What follows belongs to an exercise in optimizing a design on an open flow for small area; a production flow would make more cautious choices. The RTL was checked by simulation tests, not by an equivalence proof against the original design. Power figures rest on the tool's default switching activity, not on a simulated workload.

==> flow/design.v <==
`timescale 1ns/100ps
package rv_isa_pkg;
    typedef enum logic [4:0] {
        LOAD     = 5'b00000,
        MISC_MEM = 5'b00011,
        OP_IMM   = 5'b00100,
        AUIPC    = 5'b00101,
        STORE    = 5'b01000,
        OP       = 5'b01100,
        LUI      = 5'b01101,
        BRANCH   = 5'b11000,
        JALR     = 5'b11001,
        JAL      = 5'b11011,
        SYSTEM   = 5'b11100
    } opcode_e;
    typedef enum logic [2:0] {
        ADD = 3'b000,
        SLL = 3'b001,
        SRL = 3'b101
    } funct3_alu_e;
    typedef enum logic [4-1:0] {
        ILLEGAL_INSN = 4'd2
    } cause_e;
endpackage
`timescale 1ns/100ps
package id_stage_pkg;
    typedef logic [32-1:0] word_t;
    typedef logic [32-1:1] pc_t;
    typedef logic [5-1:0] reg_idx_t;
    typedef logic [4-1:0] cause_t;
endpackage
`timescale 1ns/100ps
module id_issue_ctrl (
    input  logic                 clk,
    input  logic                 rst,
    input  logic                 stall,
    input  logic                 clear,
    input  logic                 d_valid,
    input  id_stage_pkg::pc_t    d_pc,
    input  id_stage_pkg::word_t  d_insn,
    input  logic                 d_trap,
    input  id_stage_pkg::cause_t d_cause,
    input  logic                 insn_valid,
    output logic                 r_valid,
    output id_stage_pkg::pc_t    r_pc,
    output id_stage_pkg::word_t  r_insn,
    output logic                 r_trap,
    output id_stage_pkg::cause_t r_cause,
    output logic                 q_valid,
    output logic                 q_trap,
    output id_stage_pkg::cause_t q_cause
);
    always_ff @(posedge clk) begin
        if (rst) begin
            r_valid <= 1'b0;
            r_trap  <= 1'b0;
            r_insn  <= '0;
        end else if (!stall) begin
            r_valid <= d_valid;
            r_pc    <= d_pc;
            r_insn  <= d_insn;
            r_trap  <= d_trap;
            r_cause <= d_cause;
        end
    end
    assign q_valid = r_valid && !clear && insn_valid;
    assign q_trap  = !clear && (r_trap || (r_valid && !insn_valid));
    assign q_cause = r_trap ? r_cause
                            : id_stage_pkg::cause_t'(rv_isa_pkg::ILLEGAL_INSN);
endmodule
`timescale 1ns/100ps
module id_regfile (
    input  logic                   clk,
    input  logic                   rst,
    input  logic                   we,
    input  id_stage_pkg::reg_idx_t rd,
    input  id_stage_pkg::word_t    wdata,
    input  id_stage_pkg::reg_idx_t rs1,
    input  id_stage_pkg::reg_idx_t rs2,
    output id_stage_pkg::word_t    rs1_val,
    output id_stage_pkg::word_t    rs2_val
);
    id_stage_pkg::word_t storage [1:31];
    logic [31:1]         unwritten;
    logic [31:1]         wsel;
    logic [31:1]         sel1;
    logic [31:1]         sel2;
    logic [3:0]          whi_n;
    logic [7:0]          wlo_n;
    logic [3:0]          hi1_n;
    logic [7:0]          lo1_n;
    logic [3:0]          hi2_n;
    logic [7:0]          lo2_n;
    for (genvar k = 0; k < 4; k++) begin : g_hi
        assign whi_n[k] = !(we && (rd[4:3] == k));
        assign hi1_n[k] = !(rs1[4:3] == k);
        assign hi2_n[k] = !(rs2[4:3] == k);
    end
    for (genvar k = 0; k < 8; k++) begin : g_lo
        assign wlo_n[k] = !(rd[2:0] == k);
        assign lo1_n[k] = !(rs1[2:0] == k);
        assign lo2_n[k] = !(rs2[2:0] == k);
    end
    for (genvar i = 1; i < 32; i++) begin : g_reg
        id_rf_nor2 u_wsel (.a(whi_n[i/8]), .b(wlo_n[i%8]), .y(wsel[i]));
        id_rf_nor3 u_sel1 (.a(hi1_n[i/8]), .b(lo1_n[i%8]), .c(unwritten[i]), .y(sel1[i]));
        id_rf_nor3 u_sel2 (.a(hi2_n[i/8]), .b(lo2_n[i%8]), .c(unwritten[i]), .y(sel2[i]));
        always_ff @(posedge clk) begin
            if (wsel[i]) begin
                storage[i] <= wdata;
            end
        end
        always_ff @(posedge clk) begin
            if (rst) begin
                unwritten[i] <= 1'b1;
            end else if (wsel[i]) begin
                unwritten[i] <= 1'b0;
            end
        end
    end
    for (genvar b = 0; b < 32; b++) begin : g_bit
        logic [10:0] grp1_n;
        logic [10:0] grp2_n;
        for (genvar g = 0; g < 10; g++) begin : g_grp
            id_rf_aoi3 u_aoi1 (
                .d0 (storage[3*g+1][b]), .s0 (sel1[3*g+1]),
                .d1 (storage[3*g+2][b]), .s1 (sel1[3*g+2]),
                .d2 (storage[3*g+3][b]), .s2 (sel1[3*g+3]),
                .y_n(grp1_n[g])
            );
            id_rf_aoi3 u_aoi2 (
                .d0 (storage[3*g+1][b]), .s0 (sel2[3*g+1]),
                .d1 (storage[3*g+2][b]), .s1 (sel2[3*g+2]),
                .d2 (storage[3*g+3][b]), .s2 (sel2[3*g+3]),
                .y_n(grp2_n[g])
            );
        end
        assign grp1_n[10] = ~(storage[31][b] & sel1[31]);
        assign grp2_n[10] = ~(storage[31][b] & sel2[31]);
        id_rf_nand11 u_or1 (.a_n(grp1_n), .y(rs1_val[b]));
        id_rf_nand11 u_or2 (.a_n(grp2_n), .y(rs2_val[b]));
    end
endmodule
module id_rf_aoi3 (
    input  logic d0,
    input  logic s0,
    input  logic d1,
    input  logic s1,
    input  logic d2,
    input  logic s2,
    output logic y_n
);
    assign y_n = ~((d0 & s0) | (d1 & s1) | (d2 & s2));
endmodule
module id_rf_nand11 (
    input  logic [10:0] a_n,
    output logic        y
);
    assign y = ~&a_n;
endmodule
module id_rf_nor2 (
    input  logic a,
    input  logic b,
    output logic y
);
    assign y = !(a || b);
endmodule
module id_rf_nor3 (
    input  logic a,
    input  logic b,
    input  logic c,
    output logic y
);
    assign y = !(a || b || c);
endmodule
`timescale 1ns/100ps
module id_insn_validator (
    input  id_stage_pkg::word_t insn,
    output logic      insn_valid
);
    rv_isa_pkg::opcode_e opcode;
    logic [2:0]          funct3;
    logic [6:0]          funct7;
    logic                valid_op_imm;
    logic                valid_op;
    logic                valid_system;
    assign opcode = rv_isa_pkg::opcode_e'(insn[6:2]);
    assign funct3 = insn[14:12];
    assign funct7 = insn[31:25];
    always_comb begin
        if (funct3 == rv_isa_pkg::SLL) begin
            valid_op_imm = (funct7 == 7'b0000000);
        end else if (funct3 == rv_isa_pkg::SRL) begin
            valid_op_imm = (funct7 == 7'b0000000) || (funct7 == 7'b0100000);
        end else begin
            valid_op_imm = 1'b1;
        end
    end
    always_comb begin
        case (funct7)
            7'b0000000: valid_op = 1'b1;
            7'b0000001: valid_op = 1'b1;
            7'b0100000: valid_op = (funct3 == rv_isa_pkg::ADD) || (funct3 == rv_isa_pkg::SRL);
            default:    valid_op = 1'b0;
        endcase
    end
    always_comb begin
        if (funct3 == 3'b000) begin
            case (insn[31:20])
                12'h000, 12'h001, 12'h302, 12'h105: valid_system = 1'b1;
                default:                            valid_system = 1'b0;
            endcase
        end else begin
            valid_system = (funct3 != 3'b100);
        end
    end
    always_comb begin
        if (insn[1:0] != 2'b11) begin
            insn_valid = 1'b0;
        end else begin
            case (opcode)
                rv_isa_pkg::LOAD:     insn_valid = (funct3 != 3'b011) && (funct3 < 3'b110);
                rv_isa_pkg::STORE:    insn_valid = (funct3 <= 3'b010);
                rv_isa_pkg::MISC_MEM: insn_valid = (funct3[2:1] == 2'b00);
                rv_isa_pkg::OP_IMM:   insn_valid = valid_op_imm;
                rv_isa_pkg::OP:       insn_valid = valid_op;
                rv_isa_pkg::AUIPC:    insn_valid = 1'b1;
                rv_isa_pkg::LUI:      insn_valid = 1'b1;
                rv_isa_pkg::BRANCH:   insn_valid = funct3[2] || !funct3[1];
                rv_isa_pkg::JALR:     insn_valid = (funct3 == 3'b000);
                rv_isa_pkg::JAL:      insn_valid = 1'b1;
                rv_isa_pkg::SYSTEM:   insn_valid = valid_system;
                default:              insn_valid = 1'b0;
            endcase
        end
    end
endmodule
`timescale 1ns/100ps
module id_reg_usage (
    input  id_stage_pkg::word_t insn,
    output logic      use_rd
);
    rv_isa_pkg::opcode_e opcode;
    logic [2:0]          funct3;
    assign opcode = rv_isa_pkg::opcode_e'(insn[6:2]);
    assign funct3 = insn[14:12];
    always_comb begin
        case (opcode)
            rv_isa_pkg::LOAD,
            rv_isa_pkg::OP_IMM,
            rv_isa_pkg::AUIPC,
            rv_isa_pkg::OP,
            rv_isa_pkg::LUI,
            rv_isa_pkg::JALR,
            rv_isa_pkg::JAL: begin
                use_rd = 1'b1;
            end
            rv_isa_pkg::SYSTEM: begin
                use_rd = (funct3 != 3'b000);
            end
            default: begin
                use_rd = 1'b0;
            end
        endcase
    end
endmodule
`timescale 1ns/100ps
module id_branch_unit (
    input  id_stage_pkg::pc_t   pc,
    input  id_stage_pkg::word_t insn,
    input  id_stage_pkg::word_t rs1_val,
    input  logic                fw_rs1_bt,
    input  id_stage_pkg::word_t fw_val,
    output logic                is_xret,
    output logic                is_jump,
    output logic                is_branch,
    output logic                branch_predict,
    output id_stage_pkg::pc_t   branch_target,
    output logic                use_rs1_bt
);
    localparam int LO = 20;
    rv_isa_pkg::opcode_e opcode;
    logic [LO-1:0]       imm_lo;
    logic                sign;
    logic [LO-1:0]       p;
    logic [LO-1:0]       g;
    logic [LO-1:0]       gp;
    logic [LO-1:0]       pp;
    logic [LO:0]         carry;
    logic [32-1:LO] hi_match;
    logic [32-1:LO] hi_all;
    id_stage_pkg::word_t sum;
    assign opcode = rv_isa_pkg::opcode_e'(insn[6:2]);
    assign is_jump    = (opcode == rv_isa_pkg::JAL) || (opcode == rv_isa_pkg::JALR);
    assign is_branch  = (opcode == rv_isa_pkg::BRANCH);
    assign use_rs1_bt = (opcode == rv_isa_pkg::JALR);
    assign is_xret    = (opcode == rv_isa_pkg::SYSTEM) && (insn[14:12] == 3'b000)
                     && (insn[31:20] == 12'h302);
    assign branch_predict = insn[31];
    logic                sel_pc;
    logic                sel_fw;
    logic                sel_rs1;
    id_stage_pkg::word_t base_n;
    id_stage_pkg::word_t pc_word;
    assign sel_pc  = !use_rs1_bt;
    assign sel_fw  = use_rs1_bt && fw_rs1_bt;
    assign sel_rs1 = use_rs1_bt && !fw_rs1_bt;
    assign pc_word = {pc, 1'b0};
    for (genvar b = 0; b < 32; b++) begin : g_base
        id_rf_aoi3 u_base (
            .d0 (pc_word[b]), .s0 (sel_pc),
            .d1 (fw_val[b]),  .s1 (sel_fw),
            .d2 (rs1_val[b]), .s2 (sel_rs1),
            .y_n(base_n[b])
        );
    end
    assign sign = insn[31];
    always_comb begin
        if (use_rs1_bt) begin
            imm_lo = {{(LO-12){sign}}, insn[31:20]};
        end else if (is_branch) begin
            imm_lo = {{(LO-12){sign}}, insn[7], insn[30:25], insn[11:8], 1'b0};
        end else begin
            imm_lo = {insn[19:12], insn[20], insn[30:21], 1'b0};
        end
    end
    assign p = ~(base_n[LO-1:0] ^ imm_lo);
    assign g = ~(base_n[LO-1:0] | ~imm_lo);
    always_comb begin
        gp = g;
        pp = p;
        for (int d = 1; d < LO; d = d * 2) begin
            for (int i = 2 * d - 1; i < LO; i = i + 2 * d) begin
                gp[i] = gp[i] | (pp[i] & gp[i-d]);
                pp[i] = pp[i] & pp[i-d];
            end
        end
        for (int d = 8; d >= 1; d = d / 2) begin
            for (int i = 3 * d - 1; i < LO; i = i + 2 * d) begin
                gp[i] = gp[i] | (pp[i] & gp[i-d]);
                pp[i] = pp[i] & pp[i-d];
            end
        end
    end
    assign carry = {gp, 1'b0};
    always_comb begin
        hi_all[LO] = 1'b1;
        for (int i = LO; i < 32; i++) begin
            hi_match[i] = ~(base_n[i] ^ sign);
            if (i > LO) begin
                hi_all[i] = hi_all[i-1] & hi_match[i-1];
            end
        end
    end
    assign sum[LO-1:0]          = p ^ carry[LO-1:0];
    assign sum[32-1:LO]   = ~(base_n[32-1:LO]
                                  ^ ({(32-LO){carry[LO] ^ sign}} & hi_all));
    assign branch_target = sum[32-1:1];
endmodule
`timescale 1ns/100ps
module id_stage (
    input  logic                   clk,
    input  logic                   rst,
    input  logic                   stall,
    input  logic                   clear,
    input  logic                   d_valid,
    input  id_stage_pkg::pc_t      d_pc,
    input  id_stage_pkg::word_t    d_insn,
    input  logic                   d_trap,
    input  id_stage_pkg::cause_t   d_cause,
    input  logic                   wb_we,
    input  id_stage_pkg::reg_idx_t wb_rd,
    input  id_stage_pkg::word_t    wb_wdata,
    input  logic                   fw_rs1_bt,
    input  id_stage_pkg::word_t    fw_val,
    output logic                   q_valid,
    output id_stage_pkg::pc_t      q_pc,
    output id_stage_pkg::word_t    q_insn,
    output logic                   q_use_rd,
    output id_stage_pkg::word_t    q_rs1_val,
    output id_stage_pkg::word_t    q_rs2_val,
    output logic                   q_branch,
    output logic                   q_branch_predict,
    output logic                   q_trap,
    output id_stage_pkg::cause_t   q_cause,
    output logic                   is_xret,
    output logic                   is_jump,
    output logic                   is_branch,
    output logic                   branch_predict,
    output id_stage_pkg::pc_t      branch_target,
    output logic                   use_rs1_bt
);
    logic insn_valid;
    logic                 r_valid;
    id_stage_pkg::pc_t    r_pc;
    id_stage_pkg::word_t  r_insn;
    logic                 r_trap;
    id_stage_pkg::cause_t r_cause;
    id_issue_ctrl u_issue_ctrl (
        .clk        (clk),
        .rst        (rst),
        .stall      (stall),
        .clear      (clear),
        .d_valid    (d_valid),
        .d_pc       (d_pc),
        .d_insn     (d_insn),
        .d_trap     (d_trap),
        .d_cause    (d_cause),
        .insn_valid (insn_valid),
        .r_valid    (r_valid),
        .r_pc       (r_pc),
        .r_insn     (r_insn),
        .r_trap     (r_trap),
        .r_cause    (r_cause),
        .q_valid    (q_valid),
        .q_trap     (q_trap),
        .q_cause    (q_cause)
    );
    id_regfile u_regfile (
        .clk     (clk),
        .rst     (rst),
        .we      (wb_we),
        .rd      (wb_rd),
        .wdata   (wb_wdata),
        .rs1     (r_insn[19:15]),
        .rs2     (r_insn[24:20]),
        .rs1_val (q_rs1_val),
        .rs2_val (q_rs2_val)
    );
    id_insn_validator u_validator (
        .insn       (r_insn),
        .insn_valid (insn_valid)
    );
    id_reg_usage u_reg_usage (
        .insn     (r_insn),
        .use_rd   (q_use_rd)
    );
    id_branch_unit u_branch_unit (
        .pc             (r_pc),
        .insn           (r_insn),
        .rs1_val        (q_rs1_val),
        .fw_rs1_bt      (fw_rs1_bt),
        .fw_val         (fw_val),
        .is_xret        (is_xret),
        .is_jump        (is_jump),
        .is_branch      (is_branch),
        .branch_predict (branch_predict),
        .branch_target  (branch_target),
        .use_rs1_bt     (use_rs1_bt)
    );
    assign q_pc             = r_pc;
    assign q_insn           = r_insn;
    assign q_branch         = is_branch;
    assign q_branch_predict = branch_predict;
endmodule
==> flow/flow/run.sh <==
#!/bin/bash
# The standard layout, with small port buffers and a clock tree of fewer,
# larger leaf clusters and no dummy loads.
set -euo pipefail
export BUFFER_PORTS_ARGS="-buffer_cell sky130_fd_sc_hd__buf_1"
export CTS_ARGS="-sink_clustering_enable -repair_clock_nets -dont_use_dummy_load -sink_clustering_size 25 -sink_clustering_max_diameter 80 -buf_list {sky130_fd_sc_hd__clkbuf_8 sky130_fd_sc_hd__clkbuf_16}"
bash standard.sh > standard.log 2>&1
==> flow/standard.sh <==
#!/bin/bash
# synth_recipe.tcl (not shown) runs the flow's synth.tcl, then flattens the netlist and writes it again
# the make line also repeats each setting of config.mk as NAME=value (left out here)
make -C /OpenROAD-flow-scripts/flow DESIGN_CONFIG=/design/flow/config.mk WORK_HOME=/design/flow/orfs CLKGATE_MAP_FILE= SYNTH_SCRIPT=/design/flow/synth_recipe.tcl "${@:-finish}"
==> flow/config.mk <==
export PLATFORM = sky130hd
export DESIGN_NAME = id_stage
export DESIGN_NICKNAME = id_stage
export VERILOG_FILES = /design/flow/design.v
export SDC_FILE = /design/flow/constraint.sdc
export NUM_CORES = 4
export LEC_CHECK = 0
export CAP_MARGIN = 20
export CORE_MARGIN = 2
export CORE_UTILIZATION = 40
export SLEW_MARGIN = 20
export SYNTH_HIERARCHICAL = 1
==> flow/constraint.sdc <==
create_clock -name core_clock -period 8.0 [get_ports {clk}]
set_input_delay 1.6000 -clock core_clock [delete_from_list [all_inputs] [get_ports {clk}]]
set_output_delay 1.6000 -clock core_clock [all_outputs]
set_load 0.01 [all_outputs]
==> results.yml, run 1 <==
sta:
  final.setup.tns_ns: 0
  max_freq_ghz: 0.1269
  rsz0062_at_grt: "false"
  setup_viol: 0
  finalCriticalPeriod_ns: 7.880
  worst_pin_slew_ns: 1.314
  final.setup_skew_ns: 0
  relSlewSlack: 0.1215
  hold_viol: 0
  setup_ws_ns: 0.1196
  drv_slew: 0
  min_period_over_period: 0.9850
detailed_routing:
  wl_um: 180100
  routedWlPerCell_um: 38.62
  antenna_left: 0
  via_count: 34029
  drc: 0
  via_per_inst: 7.296
  firstDrtPassIters: 13
  initialDrtViolationCount: 9365
global_route:
  overflow: 0
  grt_pass1_wl_um: 242700
  grt_max_degree: 67
  antenna_found_initial: 17
  grtUsageTotal: 0.3036
  grt_pass1_vias: 31936
floorplan:
  ioPinCount: 316
  die_h_um: 338.0
  rows: 122
  coreArea_um2: 110700
  fp.dieW_um: 338.0
  dieArea_um2: 114300
  start_util: 0.4033
synth:
  synth_area_leader_cell: "edfxtp_1"
  syn-cell-area_um2: 44630
  synth_warnings: 13
  synth_edf_count: 1027
  avgSynthCellArea_um2: 16.79
  synth-seq-cells: 1092
  ys_types: 67
  seq_area_frac_synth: 0.7202
  synth_ff_type: "edfxtp_1"
  synth_top_area_share: 0.6910
  async_reset_ff_frac: 0
  synth_area_leaders: "edfxtp_1 (69%), a222oi_1 (15%), dfxtp_1 (2.9%)"
  syn_nets: 2830
  synth_cells: 2658
final_layout:
  area_delta_synth_final_pct: 13.95
  fillers: 9582
  drive_gt1_frac: 0.1130
  layout.nets: 3341
status:
  status: "complete, no violations"
pwr:
  p_leak_nw: 16.47
  p_clk_frac: 0.303
  total_power_mw: 9.853
  p_sw_frac: 0.2183
  power_density_nw_per_um2: 193.7
  seqPwrFrac: 0.650
  combinationalPowerShare: 0.047
  ir_drop_mv: 0.1622
  internal_power_mw: 7.702
  p_switching_mw: 2.150
setup_path:
  cpMaxStageDelayCell: "nor3_4"
  arrival_ns: 6.28
  worstSetupEndpointType: "primary output"
  crit_family: "simple AND/OR/NAND/NOR gates"
  worst-setup-path-type: "reg2out"
  critPathLaunchType: "flip-flop"
  cp_cell_sequence: "or3_1 -> nor3_4 -> buf_4 -> a222oi_1 -> nand4_1 -> or3_1 -> a222oi_1 -> or4_4 -> o22ai_2 -> o21ai_1 -> nand2b_4 -> a2111oi_2 -> a211oi_1 -> a21oi_1 -> buf_1"
  critPathMaxFanout: 18
  cp_slowest_stage_delay_ns: 0.84
  required_ns: 6.40
  r2r_start: "u_issue_ctrl.r_insn[2]$_SDFFE_PP0N_"
  crit_buf_inv: 2
  crit_start: "u_issue_ctrl.r_insn[17]$_SDFFE_PP0N_"
place:
  numPortBuffers: 315
  dpl.hpwl_um: 109900
  post-place-ws_ns: 0.6741
  place.gp.congestion: 0.8988
min_path:
  min-delay-start: "u_issue_ctrl.r_insn[1]$_SDFFE_PP0N_"
  hp-class: "reg2reg"
clock_network:
  cts_hold_buf: 0
  cts_buffers: 56
  cts_max_level: 2
  clk_path_buf_depth: 3
  ctsRootBufferMaster: "clkbuf_16"
  clkTransAtPathRegs_ns: 0.06
  clock_sinks: 1092
  clock_latency_ns: 0.65
  cts_tree: "done"
flow_run:
  maxCapViolations: 0
-- state kept, by name, indices dropped and copies added, names as in the netlist --
| name | flops |
|---|---|
| u_regfile.storage | 992 |
| u_issue_ctrl.r_insn | 32 |
| u_issue_ctrl.r_pc | 31 |
| u_regfile.unwritten | 31 |
| u_issue_ctrl.r_cause | 4 |
| u_issue_ctrl.r_trap | 1 |
| u_issue_ctrl.r_valid | 1 |
-- layout by cell type, fill, tap and decap left out, types with 62 or more instances in the layout --
master,n
edfxtp_1,1027
a222oi_1,672
buf_1,301
buf_4,158
nand4_1,132
nand2_1,106
nand3_1,77
or3_1,75
inv_1,73
dfxtp_1,65
nor3_4,62
-- logic make-up (layout without fill, tap and decap cells) --
group,Yosys count,count (layout),synth area share
multiplexers,49,49,0.01110
AND/OR/NAND/NOR,612,612,0.07973
adder cells (fa/ha/maj),28,28,0.009532
AO/OA/AOI/OAI,756,756,0.1648
buffers and inverters,101,610,0.01088
XOR/XNOR,19,19,0.003729
flip-flops,1092,1092,0.7202
other,1,10,0.00008403
-- worst paths after layout --
kind              cells after the start                                  end  slack (ns)
hold reg to reg                       2  u_issue_ctrl.r_insn[1]$_SDFFE_PP0N_        0.54
hold / removal                        2  u_issue_ctrl.r_insn[1]$_SDFFE_PP0N_        0.54
setup / recovery                     15                    branch_target[30]        0.12
setup reg to reg                      2  u_issue_ctrl.r_insn[2]$_SDFFE_PP0N_        6.90
-- per-module statistics from Yosys (local to each module, per instance) --
module / flip-flops and latches / area (um2) / cells / copies in the design
id_issue_ctrl: 69 / 2343 / 154 / 1
id_reg_usage: 0 / 63.81 / 7 / 1
id_insn_validator: 0 / 337.8 / 52 / 1
id_stage: 0 / 15.01 / 2 / 1
id_rf_nor3: 0 / 10.01 / 1 / 62
id_rf_nor2: 0 / 3.754 / 1 / 31
id_rf_aoi3: 0 / 10.01 / 1 / 672
id_branch_unit: 0 / 1590 / 225 / 1
id_regfile: 1023 / 31290 / 1197 / 1
id_rf_nand11: 0 / 23.77 / 4 / 64
-- Yosys cell counts (all sizes together) (3+ instances only) --
library cell and number:
dfxtp 65, or2 6, a2111oi 3, a211oi 4
nor3b 3, clkbuf 4, xor2 6, mux2i 45
nand3 77, xnor2 13, inv 74, ha 18
nor4 8, or3 76, a222oi 672, buf 23
nand4 132, fa 10, nor3 71, a31oi 3
nand2b 8, a21oi 16, nand3b 12, nor2 85
a21o 33, and2 5, edfxtp 1027, or3b 7
mux2 4, o21ai 10, nand2 110
-- per-layer routing --
layer	global-route usage	vias to the layer above	wire length, um
met5	0	-	35
met4	0.1469	6	8994
met3	0.09696	407	30390
met2	0.4484	3295	77490
met1	0.4054	16907	63210
li1	-	13414	-
-- worst reg2reg max path: stages (launching register included) --
cell and delay [ns]:
dfxtp_1 0.77, mux2i_1 0.16, nor2_1 0.11
-- cell type report --
type | count | area, um2 | share of cell area
sequential | 1092 | 32140 | 0.6320
multi-input combinational | 1465 | 12650 | 0.2488
timing repair buffer | 480 | 2499 | 0.04913
tap | 1488 | 1862 | 0.03661
clock buffer | 56 | 1401 | 0.02755
inverter | 74 | 277.8 | 0.005462
antenna | 9 | 22.52 | 0.0004428
-- power by group through the flow --
| stage | Sequential, mW | Combinational (mW) | Clock [mW] |
|---|---|---|---|
| floorplan | 6.51 | 0.194 | 0 |
| global placement | 6.53 | 0.443 | 0 |
| detailed placement | 6.53 | 0.447 | 0 |
| CTS | 6.40 | 0.449 | 3.01 |
| global route | 6.41 | 0.497 | 3.20 |
| finish | 6.40 | 0.459 | 2.99 |
-- repair_timing --
action	4_1_cts	5_1_grt
endpoints found under the hold margin	0	0
resized for setup	1	5
setup endpoints to repair	1	16
buffers inserted	0	20
pin swaps	1	15
-- stage by stage --
step | cell area, um2 | util | cells | hold slack [ns]
finish | 50860 | 0.4595 | 4664 | 0.5449
CTS | 50600 | 0.4572 | 4631 | 0.5443
global route | 50840 | 0.4594 | 4659 | 0.5778
floorplan | 44630 | - | 2658 | 0.4800
detailed placement | 49190 | 0.4445 | 4575 | 0.5314
global placement | 49170 | 0.4443 | 4574 | 0.5115
==> run 2, diff against run 1 <==
--- a/flow/config.mk
+++ b/flow/config.mk
@@ -8,5 +8,5 @@
 export CAP_MARGIN = 20
 export CORE_MARGIN = 2
-export CORE_UTILIZATION = 40
+export CORE_UTILIZATION = 55
 export SLEW_MARGIN = 20
 export SYNTH_HIERARCHICAL = 1
==> run 2 against run 1 <==
  * Clock power decreased by 4%
  * Worst hold slack better by 0.014 ns
  * Utilization up 17 points
  * Critical path type unchanged
  * Area after synthesis is the same
  * Clock skew unchanged
  * Setup slack better by 0.10 ns
  * Global-route usage rose by 8.4 points
  * First-iteration DRC count is 3.9% lower
  * Non-clock buffer count is 7 higher
  * Still clean
==> results.yml, run 2 <==
clock_network:
  cts_buffers: 53
  clock_sinks: 1092
  clkTransAtPathRegs_ns: 0.09
  clk_path_buf_depth: 3
  cts_tree: "done"
  ctsRootBufferMaster: "clkbuf_16"
  cts_max_level: 2
  cts_hold_buf: 0
  clock_latency_ns: 0.61
floorplan:
  rows: 104
  die_h_um: 288.9
  coreArea_um2: 80420
  fp.dieW_um: 288.9
  start_util: 0.5550
  ioPinCount: 316
  dieArea_um2: 83440
setup_path:
  worstSetupEndpointType: "primary output"
  critPathLaunchType: "flip-flop"
  arrival_ns: 6.18
  rrSetupSlack_ns: 6.90
  r2r-end: "u_issue_ctrl.r_insn[21]$_SDFFE_PP0N_"
  r2r_start: "u_issue_ctrl.r_insn[21]$_SDFFE_PP0N_"
  critPathMaxFanout: 13
  required_ns: 6.40
  reg2reg_depth: 2
  worst-setup-path-type: "reg2out"
detailed_routing:
  antenna_left: 0
  via_count: 33850
  firstDrtPassIters: 15
  initialDrtViolationCount: 8996
  via_per_inst: 7.970
  routedWlPerCell_um: 39.19
  wl_um: 166400
  drc: 0
global_route:
  grt_pass1_vias: 31842
  grtUsageTotal: 0.3873
  grt_max_degree: 67
  overflow: 0
  antenna_found_initial: 8
  grt_pass1_wl_um: 229300
synth:
  syn_nets: 2830
  synth_top_area_share: 0.6910
  synth_edf_count: 1027
  synth_warnings: 13
  syn-cell-area_um2: 44630
  ys_types: 67
  ys_top_cells_by_count: "edfxtp_1 (1,027), a222oi_1 (672), nand4_1 (132), nand2_1 (108), nor2_1 (85)"
  async_reset_ff_frac: 0
  synth_area_leader_cell: "edfxtp_1"
  synth_area_leaders: "edfxtp_1 (69%), a222oi_1 (15%), dfxtp_1 (2.9%)"
  synth_ff_type: "edfxtp_1"
  synth_cells: 2658
  synth-seq-cells: 1092
  synth.most_common_cell: "edfxtp_1"
  avgSynthCellArea_um2: 16.79
  seq_area_frac_synth: 0.7202
final_layout:
  top_regs: "u_regfile.storage: 992 flops, u_issue_ctrl.r_insn: 32 flops"
  area_delta_synth_final_pct: 12.79
  regMostFlops: "u_regfile.storage"
  final_common_cell: "edfxtp_1"
  fillers: 5917
  layout_common_cells: "edfxtp_1 (1,027), a222oi_1 (672), buf_1 (309), buf_4 (166), nand4_1 (132)"
  postLayoutCoreUtil: 0.6259
  fin_cells: 4247
  multi_input_area_um2: 12670
  largest_reg_flops: 992
  drive_gt1_frac: 0.1129
  regArea_um2: 32140
  layout.nets: 3345
pwr:
  power_density_nw_per_um2: 193.7
  total_power_mw: 9.750
  ir_drop_mv: 0.2598
  p_clk_frac: 0.295
  p_sw_frac: 0.2162
  p_switching_mw: 2.108
  p_leak_nw: 16.45
  seqPwrFrac: 0.656
  internal_power_mw: 7.643
  combinationalPowerShare: 0.048
sta:
  setup_viol: 0
  final.setup_skew_ns: 0
  setup_ws_ns: 0.2210
  min_period_over_period: 0.9724
  finalCriticalPeriod_ns: 7.779
  drv_slew: 0
  hold_viol: 0
  max_freq_ghz: 0.1286
  worst_pin_slew_ns: 1.135
  relSlewSlack: 0.2407
  final.setup.tns_ns: 0
place:
  place.gp.congestion: 0.9784
  dpl.hpwl_um: 104100
  numPortBuffers: 315
  place_inst: 4163
  post-place-ws_ns: 0.6865
min_path:
  hold_depth: 2
  hp-class: "reg2reg"
  min-delay-start: "u_issue_ctrl.r_insn[0]$_SDFFE_PP0N_"
  hold-path-endpoint: "u_issue_ctrl.r_insn[0]$_SDFFE_PP0N_"
status:
  status: "complete, no violations"
flow_run:
  maxCapViolations: 0
==> run 2: worst max path at each step <==
stage	endpoint	slack [ns]	startpoint	depth (start not counted)
2_1_floorplan	branch_target[29]	1.44	fw_rs1_bt	11
3_3_place_gp	branch_target[28]	0.83	u_issue_ctrl.r_insn[15]$_SDFFE_PP0N_	17
3_5_place_dp	branch_target[29]	0.69	u_issue_ctrl.r_insn[18]$_SDFFE_PP0N_	19
4_1_cts	branch_target[29]	0.02	u_issue_ctrl.r_insn[17]$_SDFFE_PP0N_	19
5_1_grt	branch_target[29]	-0.01	u_issue_ctrl.r_insn[17]$_SDFFE_PP0N_	19
6_report	branch_target[29]	0.22	u_issue_ctrl.r_insn[16]$_SDFFE_PP0N_	18
==> run 2: stage by stage <==
stage | area, um2 | hold WS (ns)
finish | 50340 | 0.5584
global placement | 48730 | 0.4949
floorplan | 44630 | 0.4800
CTS | 50120 | 0.5570
detailed placement | 48790 | 0.5373
global route | 50300 | 0.5740
==> run 2: worst max-delay path, stage by stage (launching register included) <==
cell and delay [ns]:
dfxtp_1 0.56, or3b_4 0.52, nor3_4 0.65, buf_4 0.34, a222oi_1 0.14, nand4_1 0.22
or3_1 0.38, a222oi_1 0.16, nor3b_1 0.33, fa_1 0.26, nand3_1 0.10, nand2_2 0.10
a21oi_2 0.10, o41a_4 0.55, a21oi_2 0.13, buf_4 0.24, nor4_1 0.10, a2111oi_1 0.43
buf_1 0.20
==> run 2: repair_timing <==
action / in CTS / in global routing
gates cloned: 0 / 0
endpoints found under the setup margin: 1 / 16
gates resized for setup: 1 / 11
setup buffers: 0 / 14
pin swaps: 0 / 7
==> run 2: cell families after synthesis <==
kind of cell,after synthesis,share of synthesized area
xor gates and xnor gates,19,0.003729
AOI/OAI and AO/OA,756,0.1648
other,1,0.00008403
adders and majority gates,28,0.009532
DFF,1092,0.7202
buffers and inverters,101,0.01088
and+or+nand+nor,612,0.07973
muxes,49,0.01110
==> run 2: per-module statistics from Yosys (local to each module, per instance) <==
module             flip-flops and latches  copies in the design
id_stage                                0                     1
id_branch_unit                          0                     1
id_insn_validator                       0                     1
id_regfile                           1023                     1
id_rf_aoi3                              0                   672
id_rf_nor3                              0                    62
id_reg_usage                            0                     1
id_rf_nor2                              0                    31
id_issue_ctrl                          69                     1
id_rf_nand11                            0                    64
==> run 2: routing by layer <==
| metal | global-route usage | up-vias | share of wire |
|---|---|---|---|
| met5 | 0 | - | 0.00015 |
| met4 | 0.2161 | 4 | 0.064 |
| met3 | 0.08197 | 452 | 0.14 |
| met2 | 0.6133 | 3230 | 0.46 |
| met1 | 0.5026 | 16727 | 0.33 |
| li1 | - | 13437 | - |
==> run 2: layout make-up <==
cell class                 instances  area share
sequential                      1092      0.6385
multi-input combinational       1465      0.2517
timing repair buffer             487     0.05076
clock buffer                      53     0.02635
tap                             1060     0.02635
inverter                          74    0.005518
antenna                           16   0.0007954
==> run 2: power by group through the flow <==
stage / Combinational (mW) / Clock (mW) / Sequential (mW)
after global placement: 0.446 / 0 / 6.52
after CTS: 0.460 / 2.89 / 6.40
after detailed placement: 0.459 / 0 / 6.53
after floorplan: 0.194 / 0 / 6.51
after global routing: 0.502 / 3.06 / 6.41
final: 0.469 / 2.88 / 6.40
==> run 3, diff against run 2 <==
--- a/flow/design.v
+++ b/flow/design.v
@@ -84,6 +84,9 @@
     logic [31:1]         unwritten;
     logic [31:1]         wsel;
+    logic [31:1]         wselh;
     logic [31:1]         sel1;
     logic [31:1]         sel2;
+    logic [31:1]         sel1h;
+    logic [31:1]         sel2h;
     logic [3:0]          whi_n;
     logic [7:0]          wlo_n;
@@ -103,10 +106,20 @@
     end
     for (genvar i = 1; i < 32; i++) begin : g_reg
-        id_rf_nor2 u_wsel (.a(whi_n[i/8]), .b(wlo_n[i%8]), .y(wsel[i]));
-        id_rf_nor3 u_sel1 (.a(hi1_n[i/8]), .b(lo1_n[i%8]), .c(unwritten[i]), .y(sel1[i]));
-        id_rf_nor3 u_sel2 (.a(hi2_n[i/8]), .b(lo2_n[i%8]), .c(unwritten[i]), .y(sel2[i]));
+        id_rf_nor2 u_wsel  (.a(whi_n[i/8]), .b(wlo_n[i%8]), .y(wsel[i]));
+        id_rf_nor2 u_wselh (.a(whi_n[i/8]), .b(wlo_n[i%8]), .y(wselh[i]));
+        logic match1_n;
+        logic match2_n;
+        assign match1_n = hi1_n[i/8] || lo1_n[i%8];
+        assign match2_n = hi2_n[i/8] || lo2_n[i%8];
+        id_rf_nor2 u_sel1  (.a(match1_n), .b(unwritten[i]), .y(sel1[i]));
+        id_rf_nor2 u_sel2  (.a(match2_n), .b(unwritten[i]), .y(sel2[i]));
+        id_rf_nor2 u_sel1h (.a(match1_n), .b(unwritten[i]), .y(sel1h[i]));
+        id_rf_nor2 u_sel2h (.a(match2_n), .b(unwritten[i]), .y(sel2h[i]));
         always_ff @(posedge clk) begin
             if (wsel[i]) begin
-                storage[i] <= wdata;
+                storage[i][15:0] <= wdata[15:0];
+            end
+            if (wselh[i]) begin
+                storage[i][31:16] <= wdata[31:16];
             end
         end
@@ -122,20 +135,24 @@
         logic [10:0] grp1_n;
         logic [10:0] grp2_n;
+        logic [31:1] s1;
+        logic [31:1] s2;
+        assign s1 = (b < 16) ? sel1 : sel1h;
+        assign s2 = (b < 16) ? sel2 : sel2h;
         for (genvar g = 0; g < 10; g++) begin : g_grp
             id_rf_aoi3 u_aoi1 (
-                .d0 (storage[3*g+1][b]), .s0 (sel1[3*g+1]),
-                .d1 (storage[3*g+2][b]), .s1 (sel1[3*g+2]),
-                .d2 (storage[3*g+3][b]), .s2 (sel1[3*g+3]),
+                .d0 (storage[3*g+1][b]), .s0 (s1[3*g+1]),
+                .d1 (storage[3*g+2][b]), .s1 (s1[3*g+2]),
+                .d2 (storage[3*g+3][b]), .s2 (s1[3*g+3]),
                 .y_n(grp1_n[g])
             );
             id_rf_aoi3 u_aoi2 (
-                .d0 (storage[3*g+1][b]), .s0 (sel2[3*g+1]),
-                .d1 (storage[3*g+2][b]), .s1 (sel2[3*g+2]),
-                .d2 (storage[3*g+3][b]), .s2 (sel2[3*g+3]),
+                .d0 (storage[3*g+1][b]), .s0 (s2[3*g+1]),
+                .d1 (storage[3*g+2][b]), .s1 (s2[3*g+2]),
+                .d2 (storage[3*g+3][b]), .s2 (s2[3*g+3]),
                 .y_n(grp2_n[g])
             );
         end
-        assign grp1_n[10] = ~(storage[31][b] & sel1[31]);
-        assign grp2_n[10] = ~(storage[31][b] & sel2[31]);
+        assign grp1_n[10] = ~(storage[31][b] & s1[31]);
+        assign grp2_n[10] = ~(storage[31][b] & s2[31]);
         id_rf_nand11 u_or1 (.a_n(grp1_n), .y(rs1_val[b]));
         id_rf_nand11 u_or2 (.a_n(grp2_n), .y(rs2_val[b]));
@@ -166,12 +183,4 @@
     assign y = !(a || b);
 endmodule
-module id_rf_nor3 (
-    input  logic a,
-    input  logic b,
-    input  logic c,
-    output logic y
-);
-    assign y = !(a || b || c);
-endmodule
 `timescale 1ns/100ps
 module id_insn_validator (
==> run 3 against run 2 <==
  * Die area rose by 0.47%
  * Critical endpoint is now branch_target[28]
  * Cell count up 2.9%
  * Combinational power shrank 6.2%
  * Setup slack got worse by 0.077 ns
  * Worst hold slack got worse by 0.049 ns
  * Count of clock-buffer cells in the layout is the same
  * Critical path depth unchanged
  * Global-route usage decreased by 2.2 points
  * Total power down 0.44%
==> results.yml, run 3 <==
setup_path:
  r2r_start: "u_issue_ctrl.r_insn[20]$_SDFFE_PP0N_"
  rrSetupSlack_ns: 6.83
  arrival_ns: 6.26
  worst-setup-path-type: "reg2out"
  worstSetupEndpointType: "primary output"
  required_ns: 6.40
  r2r-end: "u_issue_ctrl.r_insn[20]$_SDFFE_PP0N_"
  critPathLaunchType: "flip-flop"
  critPathMaxFanout: 16
  crit_start: "u_issue_ctrl.r_insn[17]$_SDFFE_PP0N_"
  reg2reg_depth: 2
  crit_end: "branch_target[28]"
synth:
  synth_area_leaders: "edfxtp_1 (69%), a222oi_1 (15%), dfxtp_1 (2.9%)"
  avgSynthCellArea_um2: 15.93
  async_reset_ff_frac: 0
  synth_edf_count: 1027
  synth.most_common_cell: "edfxtp_1"
  synth_area_leader_cell: "edfxtp_1"
  synth_cells: 2815
  syn_nets: 2987
  synth_top_area_share: 0.6877
  synth_warnings: 13
  ys_top_cells_by_count: "edfxtp_1 (1,027), a222oi_1 (672), nor2_1 (237), nand2_1 (166), nand4_1 (131)"
  synth-seq-cells: 1092
  seq_area_frac_synth: 0.7168
  syn-cell-area_um2: 44840
  ys_types: 65
  synth_ff_type: "edfxtp_1"
pwr:
  power_density_nw_per_um2: 194.2
  p_switching_mw: 2.071
  seqPwrFrac: 0.659
  p_sw_frac: 0.2133
  p_leak_nw: 15.81
  internal_power_mw: 7.637
  ir_drop_mv: 0.1716
  combinationalPowerShare: 0.045
  p_clk_frac: 0.296
place:
  dpl.hpwl_um: 103900
  numPortBuffers: 315
  place.gp.congestion: 0.9685
final_layout:
  regMostFlops: "u_regfile.storage"
  largest_reg_flops: 992
  area_delta_synth_final_pct: 11.47
  top_regs: "u_regfile.storage: 992 flops, u_issue_ctrl.r_insn: 32 flops"
  layout_common_cells: "edfxtp_1 (1,027), a222oi_1 (672), buf_1 (305), nand2_1 (166), buf_4 (153)"
  final_common_cell: "edfxtp_1"
  layout.nets: 3480
  drive_gt1_frac: 0.1031
detailed_routing:
  routedWlPerCell_um: 36.12
  antenna_left: 0
  via_per_inst: 7.757
  drc: 0
  initialDrtViolationCount: 7841
  via_count: 33890
  firstDrtPassIters: 17
  wl_um: 157800
clock_network:
  clk_path_buf_depth: 3
  cts_max_level: 2
  cts_tree: "done"
  clkTransAtPathRegs_ns: 0.10
  clock_sinks: 1092
  cts_buffers: 53
  clock_latency_ns: 0.63
  cts_hold_buf: 0
  ctsRootBufferMaster: "clkbuf_16"
global_route:
  grt_max_degree: 67
  grtUsageTotal: 0.3653
  grt_pass1_vias: 32517
  grt_pass1_wl_um: 220700
  antenna_found_initial: 4
  overflow: 0
sta:
  relSlewSlack: 0.1627
  min_period_over_period: 0.9821
  worst_pin_slew_ns: 1.255
  final.setup.tns_ns: 0
  rsz0062_at_grt: "false"
  holdWs_ns: 0.5089
  drv_slew: 0
  final.setup_skew_ns: 0
  max_freq_ghz: 0.1273
  hold_viol: 0
  finalCriticalPeriod_ns: 7.856
  setup_viol: 0
min_path:
  hp-class: "reg2reg"
floorplan:
  start_util: 0.5558
  dieArea_um2: 83830
  coreArea_um2: 80680
  rows: 104
  die_h_um: 289.5
  fp.dieW_um: 289.5
  ioPinCount: 316
status:
  status: "complete, no violations"
flow_run:
  maxCapViolations: 0
[run 3: through the flow]
step | utilization | total power, mW | cells | instance area [um2] | setup WS [ns]
after global routing | 0.6195 | 9.953 | 4367 | 49980 | 0.006329
after detailed placement | 0.6011 | 6.956 | 4307 | 48500 | 0.7662
after global placement | 0.6002 | 6.936 | 4303 | 48420 | 0.6996
final | 0.6196 | 9.708 | 4369 | 49990 | 0.1436
after CTS | 0.6175 | 9.707 | 4360 | 49820 | 0.04003
after floorplan | - | 6.703 | 2815 | 44840 | 1.428
[run 3: what timing repair did]
item / 4_1_cts / 5_1_grt
buffers inserted: 0 / 3
resized for setup: 0 / 4
setup endpoints to repair: 0 / 14
[run 3: kinds of logic after synthesis]
family | Yosys count | share of synthesized area
AO/OA/AOI/OAI | 758 | 0.1641
XOR/XNOR | 20 | 0.003906
adder cells (fa/ha/maj) | 28 | 0.009487
buffers and inverters | 107 | 0.01108
flip-flops | 1092 | 0.7168
multiplexers | 49 | 0.01105
other | 1 | 0.00008363
AND/OR/NAND/NOR | 760 | 0.08357
[run 3: critical path: stages (launching register included)]
cell and delay, ns:
dfxtp_1 0.44, and3b_1 0.30, nand2_1 0.18, nor2_2 0.18
a222oi_1 0.67, nand4_1 0.45, or3_1 0.57, a222oi_1 0.33
inv_1 0.08, ha_1 0.34, a21oi_2 0.20, o21ai_2 0.08
a21oi_2 0.26, o41a_1 0.40, a21oi_2 0.09, buf_4 0.22
or3_1 0.38, a32oi_1 0.20, buf_1 0.20
[run 3: power by group through the flow]
stage	combinational (mW)	sequential [mW]	clock [mW]
3_3_place_gp	0.418	6.52	0
3_5_place_dp	0.431	6.52	0
2_1_floorplan	0.191	6.51	0
4_1_cts	0.432	6.39	2.88
5_1_grt	0.474	6.40	3.07
6_report	0.440	6.40	2.87
[run 3: worst min-delay path by stage]
stage / startpoint / to / slack, ns / depth (start not counted)
3_5_place_dp: u_issue_ctrl.r_insn[21]$_SDFFE_PP0N_ / u_issue_ctrl.r_insn[21]$_SDFFE_PP0N_ / 0.49 / 2
3_3_place_gp: u_issue_ctrl.r_insn[21]$_SDFFE_PP0N_ / u_issue_ctrl.r_insn[21]$_SDFFE_PP0N_ / 0.48 / 2
2_1_floorplan: u_issue_ctrl.r_valid$_SDFFE_PP0N_ / u_issue_ctrl.r_valid$_SDFFE_PP0N_ / 0.48 / 2
5_1_grt: u_issue_ctrl.r_insn[21]$_SDFFE_PP0N_ / u_issue_ctrl.r_insn[21]$_SDFFE_PP0N_ / 0.56 / 2
4_1_cts: u_issue_ctrl.r_insn[21]$_SDFFE_PP0N_ / u_issue_ctrl.r_insn[21]$_SDFFE_PP0N_ / 0.51 / 2
6_report: u_issue_ctrl.r_insn[21]$_SDFFE_PP0N_ / u_issue_ctrl.r_insn[21]$_SDFFE_PP0N_ / 0.51 / 2
[run 3: Yosys stat by module, one instance, submodules excluded]
module | times used | flops+latches | area (um2) | cells
id_branch_unit | 1 | 0 | 1575 | 225
id_insn_validator | 1 | 0 | 306.5 | 48
id_issue_ctrl | 1 | 69 | 2343 | 154
id_reg_usage | 1 | 0 | 63.81 | 7
id_regfile | 1 | 1023 | 31590 | 1265
id_rf_aoi3 | 672 | 0 | 10.01 | 1
id_rf_nand11 | 64 | 0 | 23.77 | 4
id_rf_nor2 | 186 | 0 | 3.754 | 1
id_stage | 1 | 0 | 15.01 | 2
[run 3: layer usage]
| layer | global-route usage | up-vias | share of wire |
|---|---|---|---|
| met5 | 0 | - | 0.00016 |
| met4 | 0.2333 | 4 | 0.076 |
| met3 | 0.05542 | 498 | 0.12 |
| met2 | 0.5797 | 2853 | 0.47 |
| met1 | 0.4756 | 16776 | 0.34 |
| li1 | - | 13759 | - |
[run 3: layout make-up]
type | count | area, um2
flip-flops and latches | 1092 | 32140
fillers | 6131 | 30690
multi-input cells | 1616 | 12500
repair buffers | 472 | 2409
clock buffers | 53 | 1326
well taps | 1060 | 1326
inverters | 73 | 274.0
diodes | 3 | 7.507
==> run 4, diff against run 3 <==
--- a/flow/config.mk
+++ b/flow/config.mk
@@ -6,7 +6,7 @@
 export NUM_CORES = 4
 export LEC_CHECK = 0
-export CAP_MARGIN = 20
+export CAP_MARGIN = 8
 export CORE_MARGIN = 2
 export CORE_UTILIZATION = 55
-export SLEW_MARGIN = 20
+export SLEW_MARGIN = 8
 export SYNTH_HIERARCHICAL = 1
==> run 4 against run 3 <==
  * Still clean on timing, DRC and antenna
  * Total power grew 0.12%
  * Register-to-register slack gained 0.02 ns
  * Worst hold slack lost 0.0051 ns
  * Sequential power is essentially flat
  * Non-clock buffer count shrank 2
  * Count of clock-buffer cells in the layout is the same
==> results.yml, run 4 <==
detailed_routing:
  drc: 0
  antenna_left: 0
  firstDrtPassIters: 17
  via_count: 33883
  via_per_inst: 7.757
  wl_um: 157900
  routedWlPerCell_um: 36.16
  initialDrtViolationCount: 8033
clock_network:
  ctsRootBufferMaster: "clkbuf_16"
  cts_max_level: 2
  cts_tree: "done"
  clkTransAtPathRegs_ns: 0.10
  clock_latency_ns: 0.65
  cts_buffers: 53
  clk_path_buf_depth: 3
  clock_sinks: 1092
  cts_hold_buf: 0
setup_path:
  worstSetupEndpointType: "primary output"
  r2r-end: "u_issue_ctrl.r_insn[20]$_SDFFE_PP0N_"
  reg2reg_depth: 2
  critPathMaxFanout: 16
  crit_buf_inv: 3
  required_ns: 6.40
  cp_slowest_stage_delay_ns: 0.57
  cpMostUsedCell: "a21oi_2"
  critPathLaunchType: "flip-flop"
  crit_start: "u_issue_ctrl.r_insn[15]$_SDFFE_PP0N_"
  rrSetupSlack_ns: 6.85
  cp_cell_sequence: "and3b_1 -> nand2_1 -> nor2_2 -> a222oi_1 -> nand4_1 -> or3_1 -> a222oi_1 -> inv_1 -> ha_1 -> a21oi_2 -> o21ai_2 -> a21oi_2 -> o41a_1 -> a21oi_2 -> buf_4 -> or3_1 -> a32oi_1 -> buf_1"
  r2r_start: "u_issue_ctrl.r_insn[20]$_SDFFE_PP0N_"
  crit_family: "compound AO/OA/AOI/OAI gates"
  cpMaxStageDelayCell: "or3_1"
  worst-setup-path-type: "reg2out"
  arrival_ns: 6.26
min_path:
  hold_depth: 2
  min-delay-start: "u_issue_ctrl.r_insn[21]$_SDFFE_PP0N_"
  hp-class: "reg2reg"
  hold-path-endpoint: "u_issue_ctrl.r_insn[21]$_SDFFE_PP0N_"
global_route:
  grtUsageTotal: 0.3643
  grt_max_degree: 67
  grt_pass1_vias: 32708
  use_met2: 0.5800
  grtUsageMet1: 0.4698
  grt_busiest_layer: "met2"
  overflow: 0
  antenna_found_initial: 3
  grt_pass1_wl_um: 220000
  grt.met3_usage: 0.05518
pwr:
  combinationalPowerShare: 0.045
  seqPwrFrac: 0.658
  p_clk_frac: 0.297
  p_switching_mw: 2.081
  internal_power_mw: 7.637
  power_density_nw_per_um2: 194.8
  p_sw_frac: 0.2142
  p_leak_nw: 15.78
  ir_drop_mv: 0.1738
place:
  numPortBuffers: 315
  place.gp.congestion: 0.9685
  dpl.hpwl_um: 103800
floorplan:
  coreArea_um2: 80680
  ioPinCount: 316
  rows: 104
  fp.dieW_um: 289.5
  dieArea_um2: 83830
  die_h_um: 289.5
  start_util: 0.5558
synth:
  synth_edf_count: 1027
  synth-seq-cells: 1092
  synth_top_area_share: 0.6877
  synth.most_common_cell: "edfxtp_1"
  seq_area_frac_synth: 0.7168
  synth_area_leaders: "edfxtp_1 (69%), a222oi_1 (15%), dfxtp_1 (2.9%)"
  syn-cell-area_um2: 44840
  async_reset_ff_frac: 0
  ys_top_cells_by_count: "edfxtp_1 (1,027), a222oi_1 (672), nor2_1 (237), nand2_1 (166), nand4_1 (131)"
  synth_cells: 2815
  synth_ff_type: "edfxtp_1"
  ys_types: 65
  synth_warnings: 13
  syn_nets: 2987
  avgSynthCellArea_um2: 15.93
  synth_area_leader_cell: "edfxtp_1"
final_layout:
  top_regs: "u_regfile.storage: 992 flops, u_issue_ctrl.r_insn: 32 flops"
  drive_gt1_frac: 0.1002
  final_common_cell: "edfxtp_1"
  layout_common_cells: "edfxtp_1 (1,027), a222oi_1 (672), buf_1 (307), nand2_1 (166), buf_4 (155)"
  layout.nets: 3478
  area_delta_synth_final_pct: 11.24
  regMostFlops: "u_regfile.storage"
  largest_reg_flops: 992
sta:
  final.setup.tns_ns: 0
  min_period_over_period: 0.9820
  drv_slew: 0
  finalCriticalPeriod_ns: 7.856
  hold_viol: 0
  final.setup_skew_ns: 0
  rsz0062_at_grt: "false"
  holdWs_ns: 0.5038
  max_freq_ghz: 0.1273
  worst_pin_slew_ns: 1.374
  setup_viol: 0
  relSlewSlack: 0.08088
flow_run:
  maxCapViolations: 0
status:
  status: "complete, no violations"
-- run 4: repair_timing --
item | in CTS | in global routing
buffers inserted | 0 | 5
pin swaps | 0 | 4
setup endpoints to repair | 5 | 19
cloned | 0 | 0
gates resized for setup | 2 | 10
-- run 4: power groups by stage --
stage,logic [mW],registers (mW),clock network (mW)
floorplan,0.191,6.51,0
global placement,0.418,6.52,0
detailed placement,0.429,6.52,0
CTS,0.430,6.39,2.89
global route,0.471,6.41,3.08
finish,0.438,6.40,2.88
-- run 4: how the worst max path moves through the flow --
stage	endpoint	slack (ns)	cells past startpoint
final	branch_target[28]	0.14	18
after global routing	branch_target[28]	0.01	19
after CTS	branch_target[19]	0.04	17
after detailed placement	branch_target[19]	0.64	17
after global placement	branch_target[29]	0.70	18
after floorplan	branch_target[29]	1.43	11
-- run 4: cell type report --
class,instances,area [um2]
multi-input cells,1616,12450
fillers,6147,30790
diodes,4,10.01
clock buffers,53,1326
well taps,1060,1326
inverters,73,274.0
flip-flops and latches,1092,32140
repair buffers,470,2356
-- run 4: logic make-up after synthesis --
kind of cell	synth area share
fa+ha+maj	0.009487
mux	0.01105
other cells	0.00008363
buf+inv	0.01108
compound gates	0.1641
xor+xnor	0.003906
flops	0.7168
simple gates	0.08357
-- run 4: routing by layer --
layer | part of all wire | up-vias
li1 | - | 13760
met1 | 0.34 | 16863
met2 | 0.47 | 2777
met3 | 0.11 | 481
met4 | 0.076 | 2
met5 | 0.00011 | -
-- run 4: per-stage QoR --
stage / utilization / total power [mW] / worst slack [ns] / cells / instance area [um2]
floorplan: - / 6.703 / 1.428 / 2815 / 44840
finish: 0.6183 / 9.719 / 0.1441 / 4368 / 49880
detailed placement: 0.6003 / 6.954 / 0.6383 / 4304 / 48430
global route: 0.6182 / 9.954 / 0.01350 / 4365 / 49880
global placement: 0.6002 / 6.936 / 0.6996 / 4303 / 48420
CTS: 0.6168 / 9.716 / 0.04081 / 4357 / 49760
-- run 4: worst register-to-register path: cells and delay by family, from the launching register on --
kind / cells / cell delay (ns)
DFF: 1 / 0.81
muxes: 1 / 0.16
and+or+nand+nor: 1 / 0.11
-- run 4: per-module statistics from Yosys (local to each module, per instance) --
module / cells inside / flip-flops and latches / area (um2)
id_rf_aoi3: 1 / 0 / 10.01
id_reg_usage: 7 / 0 / 63.81
id_stage: 2 / 0 / 15.01
id_regfile: 1265 / 1023 / 31590
id_insn_validator: 48 / 0 / 306.5
id_rf_nand11: 4 / 0 / 23.77
id_branch_unit: 225 / 0 / 1575
id_issue_ctrl: 154 / 69 / 2343
id_rf_nor2: 1 / 0 / 3.754
==> run 5, diff against run 4 <==
==> flow/flow/run.sh (replaced) <==
#!/bin/bash
# The standard layout, with small port buffers and a clock tree of fewer,
# larger leaf clusters and no dummy loads.
set -euo pipefail
export BUFFER_PORTS_ARGS="-buffer_cell sky130_fd_sc_hd__buf_1"
export CTS_ARGS="-sink_clustering_enable -repair_clock_nets -dont_use_dummy_load -sink_clustering_size 15 -sink_clustering_max_diameter 60 -buf_list {sky130_fd_sc_hd__clkbuf_8}"
bash standard.sh > standard.log 2>&1
==> run 5 against run 4 <==
  * Setup slack improved by 0.0084 ns
  * Area after synthesis stayed put
  * Critical path type unchanged
  * Register-to-register slack about the same
  * Count of clock-buffer cells in the layout grew 36
  * Sequential power hardly changed
  * First-iteration DRC count fell by 4.4%
  * Clock power decreased by 6%
  * Highest routed layer is now met4
  * Wire length rose by 0.36%
  * Critical path depth did not move
  * Global-route usage grew 0.19 points
  * Still clean on timing, DRC and antenna
  * Critical endpoint unchanged
==> results.yml, run 5 <==
synth:
  synth.most_common_cell: "edfxtp_1"
  synth_area_leaders: "edfxtp_1 (69%), a222oi_1 (15%), dfxtp_1 (2.9%)"
  synth_ff_type: "edfxtp_1"
  synth-seq-cells: 1092
  synth_top_area_share: 0.6877
  synth_cells: 2815
  ys_top_cells_by_count: "edfxtp_1 (1,027), a222oi_1 (672), nor2_1 (237), nand2_1 (166), nand4_1 (131)"
  ys_types: 65
  seq_area_frac_synth: 0.7168
  syn-cell-area_um2: 44840
  syn_nets: 2987
  synth_area_leader_cell: "edfxtp_1"
  synth_warnings: 13
  avgSynthCellArea_um2: 15.93
  async_reset_ff_frac: 0
  synth_edf_count: 1027
pwr:
  p_clk_frac: 0.284
  internal_power_mw: 7.450
  p_switching_mw: 2.096
  p_leak_nw: 15.78
  power_density_nw_per_um2: 191.7
  p_sw_frac: 0.2196
  ir_drop_mv: 0.1560
  combinationalPowerShare: 0.046
  seqPwrFrac: 0.670
setup_path:
  arrival_ns: 6.25
  critPathMaxFanout: 16
  worst-setup-path-type: "reg2out"
  worstSetupEndpointType: "primary output"
  r2r-end: "u_issue_ctrl.r_insn[20]$_SDFFE_PP0N_"
  rrSetupSlack_ns: 6.85
  critPathLaunchType: "flip-flop"
  required_ns: 6.40
  reg2reg_depth: 2
  r2r_start: "u_issue_ctrl.r_insn[20]$_SDFFE_PP0N_"
floorplan:
  die_h_um: 289.5
  coreArea_um2: 80680
  dieArea_um2: 83830
  fp.dieW_um: 289.5
  ioPinCount: 316
  rows: 104
  start_util: 0.5558
status:
  status: "complete, no violations"
detailed_routing:
  routedWlPerCell_um: 35.96
  firstDrtPassIters: 14
  antenna_left: 0
  initialDrtViolationCount: 7679
  drc: 0
  via_per_inst: 7.742
  wl_um: 158500
  via_count: 34126
clock_network:
  cts_tree: "done"
  cts_max_level: 3
  clkTransAtPathRegs_ns: 0.08
  ctsRootBufferMaster: "clkbuf_8"
  clock_latency_ns: 0.69
  cts_buffers: 89
  clk_path_buf_depth: 3
  clock_sinks: 1092
place:
  dpl.hpwl_um: 103800
  numPortBuffers: 315
  place_inst: 4304
  place.gp.congestion: 0.9685
sta:
  setup_viol: 0
  worst_pin_slew_ns: 1.379
  holdWs_ns: 0.5005
  hold_viol: 0
  relSlewSlack: 0.07979
  max_freq_ghz: 0.1274
  final.setup_skew_ns: 0
  drv_slew: 0
  min_period_over_period: 0.9809
  finalCriticalPeriod_ns: 7.847
final_layout:
  fin_cells: 4408
  layout_common_cells: "edfxtp_1 (1,027), a222oi_1 (672), buf_1 (307), nand2_1 (166), buf_4 (157)"
  top_regs: "u_regfile.storage: 992 flops, u_issue_ctrl.r_insn: 32 flops"
  postLayoutCoreUtil: 0.6173
  area_delta_synth_final_pct: 11.07
  final_common_cell: "edfxtp_1"
  layout.nets: 3516
  drive_gt1_frac: 0.1101
  regMostFlops: "u_regfile.storage"
  largest_reg_flops: 992
global_route:
  grt_max_degree: 67
  antenna_found_initial: 2
  overflow: 0
  grtUsageTotal: 0.3662
  grt_pass1_wl_um: 220900
  grt_pass1_vias: 33049
flow_run:
  maxCapViolations: 0
min_path:
  min-delay-start: "u_issue_ctrl.r_insn[21]$_SDFFE_PP0N_"
  hold_depth: 2
  hp-class: "reg2reg"
  hold-path-endpoint: "u_issue_ctrl.r_insn[21]$_SDFFE_PP0N_"
[run 5: modules after synthesis (local to each module, per instance)]
| module | copies in the design | cells | flops+latches | cell area [um2] |
|---|---|---|---|---|
| id_branch_unit | 1 | 225 | 0 | 1575 |
| id_insn_validator | 1 | 48 | 0 | 306.5 |
| id_issue_ctrl | 1 | 154 | 69 | 2343 |
| id_reg_usage | 1 | 7 | 0 | 63.81 |
| id_regfile | 1 | 1265 | 1023 | 31590 |
| id_rf_aoi3 | 672 | 1 | 0 | 10.01 |
| id_rf_nand11 | 64 | 4 | 0 | 23.77 |
| id_rf_nor2 | 186 | 1 | 0 | 3.754 |
| id_stage | 1 | 2 | 0 | 15.01 |
[run 5: cells by family after synthesis]
| kind of cell | count (synthesis) | share of synthesized area |
|---|---|---|
| xor+xnor | 20 | 0.003906 |
| buf+inv | 107 | 0.01108 |
| compound gates | 758 | 0.1641 |
| simple gates | 760 | 0.08357 |
| fa+ha+maj | 28 | 0.009487 |
| mux | 49 | 0.01105 |
| flops | 1092 | 0.7168 |
| other cells | 1 | 0.00008363 |
[run 5: worst max-delay path, cell delays in order (launching register included)]
cell,delay [ns]
dfxtp_2,0.44
and3b_1,0.28
nand2_1,0.19
nor2_2,0.19
a222oi_1,0.57
nand4_1,0.44
or3_1,0.58
a222oi_1,0.34
inv_1,0.08
ha_1,0.36
a21oi_2,0.22
o21ai_2,0.09
a21oi_2,0.26
o41a_1,0.39
a21oi_2,0.09
buf_4,0.22
or3_1,0.38
a32oi_1,0.20
buf_1,0.20
[run 5: repair_timing]
item / CTS / global route
pin swaps: 0 / 5
endpoints found under the setup margin: 11 / 19
cloned: 0 / 0
resized for setup: 3 / 10
hold buffers: 0 / 0
setup buffers: 0 / 5
[run 5: how the worst max path moves through the flow]
stage,start,slack [ns],to
2_1_floorplan,fw_rs1_bt,1.43,branch_target[29]
4_1_cts,u_issue_ctrl.r_insn[16]$_SDFFE_PP0N_,0.01,branch_target[28]
3_3_place_gp,u_issue_ctrl.r_insn[15]$_SDFFE_PP0N_,0.70,branch_target[29]
6_report,u_issue_ctrl.r_insn[15]$_SDFFE_PP0N_,0.15,branch_target[28]
3_5_place_dp,u_issue_ctrl.r_insn[15]$_SDFFE_PP0N_,0.64,branch_target[19]
5_1_grt,u_issue_ctrl.r_insn[16]$_SDFFE_PP0N_,-0.007,branch_target[28]
[run 5: power groups by stage]
stage / Combinational (mW) / Clock, mW / Sequential [mW]
after floorplan: 0.191 / 0 / 6.51
after global placement: 0.418 / 0 / 6.52
after detailed placement: 0.429 / 0 / 6.52
after CTS: 0.431 / 2.74 / 6.39
after global routing: 0.471 / 2.94 / 6.41
final: 0.438 / 2.71 / 6.40
[run 5: routing by layer]
metal	vias to the layer above	GRT usage	wire, um
li1	13816	-	-
met1	16903	0.4675	53550
met2	2873	0.5774	73850
met3	534	0.06107	18350
met4	0	0.2547	12740
met5	-	0	0
[run 5: through the flow]
| step | setup TNS [ns] | worst slack [ns] | power, mW | cell area, um2 |
|---|---|---|---|---|
| 6_report | 0 | 0.1525 | 9.547 | 49810 |
| 5_1_grt | -0.006656 | -0.006656 | 9.812 | 49800 |
| 4_1_cts | 0 | 0.01304 | 9.567 | 49660 |
| 3_5_place_dp | 0 | 0.6383 | 6.954 | 48430 |
| 3_3_place_gp | 0 | 0.6996 | 6.936 | 48420 |
| 2_1_floorplan | 0 | 1.428 | 6.703 | 44840 |
[run 5: layout make-up]
type                       instances  area, um2
sequential                      1092      32140
multi-input combinational       1616      12450
fill                            6170      30870
inverter                          73      274.0
clock buffer                      89       1225
timing repair buffer             472       2371
antenna                            6      15.01
tap                             1060       1326
==> run 6, diff against run 5 <==
--- a/flow/config.mk
+++ b/flow/config.mk
@@ -6,7 +6,7 @@
 export NUM_CORES = 4
 export LEC_CHECK = 0
-export CAP_MARGIN = 8
+export CAP_MARGIN = 20
 export CORE_MARGIN = 2
 export CORE_UTILIZATION = 55
-export SLEW_MARGIN = 8
+export SLEW_MARGIN = 20
 export SYNTH_HIERARCHICAL = 1
==> run 6 against run 5 <==
  * Still clean
  * First-iteration DRC count increased by 4.3%
  * Die area unchanged
  * Register-to-register slack about the same
  * Utilization increased by 0.23 points
  * Critical endpoint unchanged
  * Largest cell class unchanged
  * Largest power group unchanged
==> results.yml, run 6 <==
global_route:
  antenna_found_initial: 4
  grt_pass1_vias: 32920
pwr:
  total_power_mw: 9.578
  p_switching_mw: 2.105
  ir_drop_mv: 0.1455
  power_density_nw_per_um2: 191.6
  p_clk_frac: 0.286
  internal_power_mw: 7.472
final_layout:
  top_regs: "u_regfile.storage: 992 flops, u_issue_ctrl.r_insn: 32 flops"
  final_common_cell: "edfxtp_1"
  largest_reg_flops: 992
  postLayoutCoreUtil: 0.6196
  layout.nets: 3519
  regArea_um2: 32140
  multi_input_area_um2: 12560
detailed_routing:
  antenna_left: 0
  via_count: 33986
  drc: 0
  initialDrtViolationCount: 8010
  firstDrtPassIters: 17
  via_per_inst: 7.703
setup_path:
  worst-setup-path-type: "reg2out"
  critPathLaunchType: "flip-flop"
  arrival_ns: 6.21
  critPathMaxFanout: 16
synth:
  synth_area_leaders: "edfxtp_1 (69%), a222oi_1 (15%), dfxtp_1 (2.9%)"
  seq_area_frac_synth: 0.7168
  synth_top_area_share: 0.6877
  synth_area_leader_cell: "edfxtp_1"
  ys_types: 65
  synth_edf_count: 1027
  syn_nets: 2987
  avgSynthCellArea_um2: 15.93
status:
  status: "complete, no violations"
floorplan:
  dieArea_um2: 83830
  coreArea_um2: 80680
  die_h_um: 289.5
  rows: 104
clock_network:
  cts_max_level: 3
  ctsRootBufferMaster: "clkbuf_8"
  cts_buffers: 91
sta:
  min_period_over_period: 0.9763
  hold_viol: 0
  max_freq_ghz: 0.1280
  setup_viol: 0
  final.setup_skew_ns: 0
  worst_pin_slew_ns: 1.306
place:
  dpl.hpwl_um: 103900
  place.gp.congestion: 0.9685
run 6: cell counts after synthesis:
Identical to the previous run, type by type.
run 6: layout make-up:
class	instances	area share
sequential	1092	0.6430
multi-input combinational	1616	0.2513
timing repair buffer	473	0.04826
tap	1060	0.02653
clock buffer	91	0.02505
inverter	73	0.005481
antenna	7	0.0003504
run 6: metal layers:
layer	global-route usage	part of all wire	vias up
met2	0.5807	0.47	2858
met4	0.2388	0.078	4
met1	0.4717	0.34	16771
li1	-	-	13832
met5	0	0.00016	-
met3	0.07151	0.12	521
run 6: per-module statistics from Yosys (local to each module, per instance):
module	area (um2)	cells
id_rf_nand11	23.77	4
id_rf_nor2	3.754	1
id_branch_unit	1575	225
id_regfile	31590	1265
id_rf_aoi3	10.01	1
id_reg_usage	63.81	7
id_issue_ctrl	2343	154
id_stage	15.01	2
id_insn_validator	306.5	48
run 6: critical path, stage by stage (launching register included):
cell	delay, ns
dfxtp_2	0.44
and3b_2	0.29
nand2_1	0.20
nor2_4	0.14
a222oi_1	0.60
nand4_1	0.47
or3_4	0.55
a222oi_1	0.32
inv_1	0.08
ha_1	0.37
nand2_1	0.07
nor2_1	0.18
a21oi_4	0.11
o41a_1	0.48
buf_4	0.21
a21o_1	0.20
or3_1	0.37
a32oi_1	0.20
buf_1	0.20
run 6: path summary, 6_finish.rpt:
| path | startpoint | endpoint | slack, ns | cells past startpoint |
|---|---|---|---|---|
| setup / recovery | u_issue_ctrl.r_insn[15]$_SDFFE_PP0N_ | branch_target[28] | 0.19 | 18 |
| hold / removal | u_issue_ctrl.r_insn[21]$_SDFFE_PP0N_ | u_issue_ctrl.r_insn[21]$_SDFFE_PP0N_ | 0.50 | 2 |
| setup reg to reg | u_issue_ctrl.r_insn[20]$_SDFFE_PP0N_ | u_issue_ctrl.r_insn[20]$_SDFFE_PP0N_ | 6.84 | 2 |
| hold reg to reg | u_issue_ctrl.r_insn[21]$_SDFFE_PP0N_ | u_issue_ctrl.r_insn[21]$_SDFFE_PP0N_ | 0.50 | 2 |
run 6: kinds of logic (layout without fill, tap and decap cells):
logic type,count (synthesis),in the layout,synth area share
DFF,1092,1092,0.7168
and+or+nand+nor,760,760,0.08357
AOI/OAI and AO/OA,758,758,0.1641
buffers and inverters,107,637,0.01108
muxes,49,49,0.01105
adders and majority gates,28,28,0.009487
xor gates and xnor gates,20,20,0.003906
other,1,8,0.00008363
run 6: stage by stage:
stage | hold slack (ns) | instance area (um2) | std cells | TNS (ns)
floorplan | 0.4800 | 44840 | 2815 | 0
detailed placement | 0.4943 | 48500 | 4307 | 0
CTS | 0.5029 | 49760 | 4399 | 0
finish | 0.4955 | 49990 | 4412 | 0
global placement | 0.4826 | 48420 | 4303 | 0
global route | 0.5434 | 49980 | 4407 | -0.02430
run 6: power by group through the flow:
stage	sequential (mW)	clock [mW]	combinational (mW)
after global placement	6.52	0	0.418
after global routing	6.41	2.97	0.476
after floorplan	6.51	0	0.191
after CTS	6.39	2.78	0.432
after detailed placement	6.52	0	0.431
final	6.40	2.74	0.442
run 6: repair_timing:
action | CTS | global route
gates resized for setup | 2 | 17
hold buffers | 0 | 0
pin swaps | 2 | 5
setup buffers | 1 | 3
endpoints found under the setup margin | 8 | 16

Check on run 6: ideal ports give 0.190 ns setup slack; a clkbuf_16 on the clock port and buf_2 on the inputs give 0.125 ns; moving port delays by the midpoint clock arrival (0.797 ns) as well gives 0.923 ns.
